This is an optimization exercise on Yosys and OpenROAD, whose aim is small area and a short achievable clock period, not a production implementation.
The RTL was checked by simulation tests, not by an equivalence proof against the original design.
No activity file was given, so power comes from the tool's default toggle rates.

## xpmwrap_sdpram_be
module xpmwrap_sdpram_be #(
  parameter int                  ADDR_WIDTH     = 6,
  parameter int                  DATA_WIDTH     = 32,
  parameter int                  BYTE_WIDTH     = 8,
  parameter int                  READ_LATENCY   = 2,
  parameter int                  CLEAR_ON_RESET = 1,
  parameter logic [DATA_WIDTH-1:0] CLEAR_VALUE  = '0
) (
  input  logic                                          clk,
  input  logic                                          rstn,
  input  logic                                          wr_en,
  input  logic [ADDR_WIDTH-1:0]                         wr_addr,
  input  logic [xpmwrap_pkg::nb_calc(DATA_WIDTH, BYTE_WIDTH)-1:0] wr_be,
  input  logic [DATA_WIDTH-1:0]                         wr_data,
  input  logic                                          rd_en,
  input  logic [ADDR_WIDTH-1:0]                         rd_addr,
  output logic [DATA_WIDTH-1:0]                         rd_data,
  output logic                                          rd_valid,
  output logic                                          busy,
  output logic                                          drop_err
);
  ...
For scale: roughly 2100 flip-flops, about 87 I/O pins, about 76000 µm² of cells after synthesis.
==> flow/config.mk <==
export PLATFORM = sky130hd
export DESIGN_NAME = xpmwrap_sdpram_be
export DESIGN_NICKNAME = xpmwrap_sdpram_be
export VERILOG_FILES = /design/flow/design.v
export SDC_FILE = /design/flow/constraint.sdc
export NUM_CORES = 4
export LEC_CHECK = 0
export CAP_MARGIN = 20
export CORE_MARGIN = 2
export CORE_UTILIZATION = 55
export CTS_CLUSTER_DIAMETER = 80
export CTS_CLUSTER_SIZE = 30
export GPL_TIMING_DRIVEN = 0
export SETUP_SLACK_MARGIN = 0.5
export SLEW_MARGIN = 20
export SYNTH_HIERARCHICAL = 1
export SYNTH_MINIMUM_KEEP_SIZE = 0
==> flow/constraint.sdc <==
create_clock -name core_clock -period 2.8 [get_ports {clk}]
set_input_delay 0.5600 -clock core_clock [delete_from_list [all_inputs] [get_ports {clk}]]
set_output_delay 0.5600 -clock core_clock [all_outputs]
set_load 0.01 [all_outputs]
standard.sh (not shown) runs the stock make flow with config.mk's settings and CLKGATE_MAP_FILE= SYNTH_SCRIPT=/design/flow/synth_recipe.tcl, a recipe that flattens the netlist after the stock synthesis.
==> flow/flow/run.sh <==
#!/bin/bash
# Own flow: the standard layout, with the I/O port buffers built from a plain buffer
# cell instead of the delay-cell default. Tool output goes to standard.log here and to
# ORFS's own per-step logs under orfs/logs.
set -euo pipefail
export BUFFER_PORTS_ARGS="-buffer_cell sky130_fd_sc_hd__buf_2"
bash standard.sh > standard.log 2>&1
Then changed:
Settings changed: CTS_CLUSTER_DIAMETER 80 to default, CTS_CLUSTER_SIZE 30 to default.
Clock-buffer cell count rose by 133.
Non-clock buffer count fell by 40.
Power rose by 20%.
Via count rose by 1.3%.
Clock power rose by 65%.
Setup slack gets worse by 0.021 ns.

xpmwrap_sdpram_be, a different RTL version from the one above (not shown whole).
For scale: about 3800 cells after synthesis, about 2300 flip-flops, ~79000 sq um of cells after synthesis.
Design xpmwrap_sdpram_be, start of the top module:
module xpmwrap_sdpram_be #(
  parameter int                  ADDR_WIDTH     = 6,
  parameter int                  DATA_WIDTH     = 32,
  parameter int                  BYTE_WIDTH     = 8,
  parameter int                  READ_LATENCY   = 2,
  parameter int                  CLEAR_ON_RESET = 1,
  parameter logic [DATA_WIDTH-1:0] CLEAR_VALUE  = '0
) (
  input  logic                                          clk,
  input  logic                                          rstn,
  input  logic                                          wr_en,
  input  logic [ADDR_WIDTH-1:0]                         wr_addr,
  input  logic [xpmwrap_pkg::nb_calc(DATA_WIDTH, BYTE_WIDTH)-1:0] wr_be,
  input  logic [DATA_WIDTH-1:0]                         wr_data,
  input  logic                                          rd_en,
  input  logic [ADDR_WIDTH-1:0]                         rd_addr,
  output logic [DATA_WIDTH-1:0]                         rd_data,
  output logic                                          rd_valid,
  output logic                                          busy,
  output logic                                          drop_err
);
  localparam int NB    = xpmwrap_pkg::nb_calc(DATA_WIDTH, BYTE_WIDTH);
  localparam int DEPTH = 2 ** ADDR_WIDTH;
  localparam int LOW   = ADDR_WIDTH / 2;
  localparam int NLO   = 2 ** LOW;
  localparam int NHI   = DEPTH / NLO;
  logic                  busy_q, busy_o_q;
  logic [NLO-1:0]        lo_q;
  logic [NHI-1:0]        hi_q;
  logic                  drop_q;
  logic                  vld_q, rd_valid_q;
  logic [DATA_WIDTH-1:0] rd_data_q;
  logic [6*DATA_WIDTH-1:0] dat_q;    
  logic                  sweep_last;
  assign sweep_last = lo_q[NLO-1] & hi_q[NHI-1];
  always_ff @(posedge clk) begin
    if (!rstn) begin
      lo_q <= NLO'(1);
      hi_q <= (CLEAR_ON_RESET != 0) ? NHI'(1) : '0;
    end else begin
      lo_q <= {lo_q[NLO-2:0], lo_q[NLO-1]};
      if (lo_q[NLO-1]) hi_q <= {hi_q[NHI-2:0], 1'b0};
    end
  end
  always_ff @(posedge clk) begin
    busy_q   <= ~rstn ? (CLEAR_ON_RESET != 0) : (busy_q & ~sweep_last);
    busy_o_q <= ~rstn ? (CLEAR_ON_RESET != 0) : (busy_o_q & ~sweep_last);
  end
  logic [DATA_WIDTH-1:0] wdata;
  ...
Settings: LEC_CHECK=0, CAP_MARGIN=20, CORE_MARGIN=2, CORE_UTILIZATION=62, CTS_CLUSTER_DIAMETER=80, CTS_CLUSTER_SIZE=25, GPL_TIMING_DRIVEN=1, SETUP_SLACK_MARGIN=1.1, SLEW_MARGIN=20, SYNTH_HIERARCHICAL=1, SYNTH_MINIMUM_KEEP_SIZE=0; clock period 2.8 ns.
Scripts as last shown in full above: flow/flow/run.sh
The baseline completed without violations.
==> next run, changes <==
--- a/flow/config.mk
+++ b/flow/config.mk
@@ -9,7 +9,7 @@
 export CORE_MARGIN = 2
-export CORE_UTILIZATION = 62
+export CORE_UTILIZATION = 55
 export CTS_CLUSTER_DIAMETER = 80
 export CTS_CLUSTER_SIZE = 25
-export GPL_TIMING_DRIVEN = 1
-export SETUP_SLACK_MARGIN = 1.1
+export GPL_TIMING_DRIVEN = 0
+export SETUP_SLACK_MARGIN = 0.95
 export SLEW_MARGIN = 20
=>
- The new run ran to the end with no violations
- setup slack got worse by 0.091 ns
- global-route usage decreases by 3.9 points
- design area is about the same
- via count decreases by 3.2%
==> next run, changes <==
--- a/flow/config.mk
+++ b/flow/config.mk
@@ -9,7 +9,7 @@
 export CORE_MARGIN = 2
-export CORE_UTILIZATION = 55
+export CORE_UTILIZATION = 60
 export CTS_CLUSTER_DIAMETER = 80
 export CTS_CLUSTER_SIZE = 25
-export GPL_TIMING_DRIVEN = 0
-export SETUP_SLACK_MARGIN = 0.95
+export GPL_TIMING_DRIVEN = 1
+export SETUP_SLACK_MARGIN = 1.0
 export SLEW_MARGIN = 20
Effect: Via count goes up by 2.3%. Die area goes down by 8.2%. Routed wire length goes up by 0.52%. Worst setup slack gains 0.13 ns.
==> next run, changes <==
--- a/flow/config.mk
+++ b/flow/config.mk
@@ -9,3 +9,3 @@
 export CORE_MARGIN = 2
-export CORE_UTILIZATION = 60
+export CORE_UTILIZATION = 65
 export CTS_CLUSTER_DIAMETER = 80
@@ -13,3 +13,3 @@
 export GPL_TIMING_DRIVEN = 1
-export SETUP_SLACK_MARGIN = 1.0
+export SETUP_SLACK_MARGIN = 1.2
 export SLEW_MARGIN = 20
After rerunning: The new run went through all stages and came out clean; sequential share of layout area falls by 0.62 points; die area falls by 7.6%; core utilization rises by 6.1 points; power falls by about 1.6%; worst hold slack improved by 0.0095 ns; synthesized area does not change; register-to-register slack improved by 0.15 ns; setup slack improved by 0.040 ns.
==> next run, changes <==
--- a/flow/config.mk
+++ b/flow/config.mk
@@ -9,7 +9,7 @@
 export CORE_MARGIN = 2
-export CORE_UTILIZATION = 65
+export CORE_UTILIZATION = 60
 export CTS_CLUSTER_DIAMETER = 80
 export CTS_CLUSTER_SIZE = 25
-export GPL_TIMING_DRIVEN = 1
-export SETUP_SLACK_MARGIN = 1.2
+export GPL_TIMING_DRIVEN = 0
+export SETUP_SLACK_MARGIN = 1.0
 export SLEW_MARGIN = 20
=> Synthesized cell count is unchanged; setup slack loses 0.055 ns; maximum frequency shrinks by 3.0%; hold slack improves by 0.095 ns; final area is about the same; power goes up by 1.9%; routed wire length goes up by 2.6%; core utilization is lower by 5.4 points; combinational power climbs by about 4%; clock power climbs by about 6%.

==> re-timing with driven ports <==
The results above use ideal ports. As a check the final layouts listed here were re-extracted and re-timed, cells and wires unchanged.
Step 1: set_driving_cell puts a clkbuf_16 on clk and a buf_2 on each other input, an assumption about the parent block.
Step 2 moves the port delays by t, midway between the first and last clock arrival at a register: inputs arrive t later, outputs are due t later. That takes back most of the time a late clock gives input paths.
Three values: ideal ports, drivers, drivers and shift; two values: the first two.
run | t (ns) | slack for setup (ns) | worst setup path after step 2
the first run of note 1 | 0.804 | 0.438 / 0.374 / -0.431 | input to register
the second run of note 1 | 0.901 | 0.417 / 0.353 / -0.547 | input to register
the first run of note 2 | 0.827 | 0.925 / 0.840 / 0.247 | input to register
the second run of note 2 | 0.825 | 0.834 / 0.817 / -0.007 | input to register
the third run of note 2 | 0.826 | 0.960 / 0.889 / 0.132 | input to register
the fourth run of note 2 | 0.804 | 1.000 / 0.917 / 0.263 | input to register
the fifth run of note 2 | 0.825 | 0.945 / 0.899 / 0.095 | input to register
With both steps, setup timing fails in the first run of note 1, the second run of note 1 and the second run of note 2, where it was met with ideal ports. The setup slack of the second run of note 1, which loses most, moves by -0.064 ns with the drivers and by -0.964 ns with both steps.
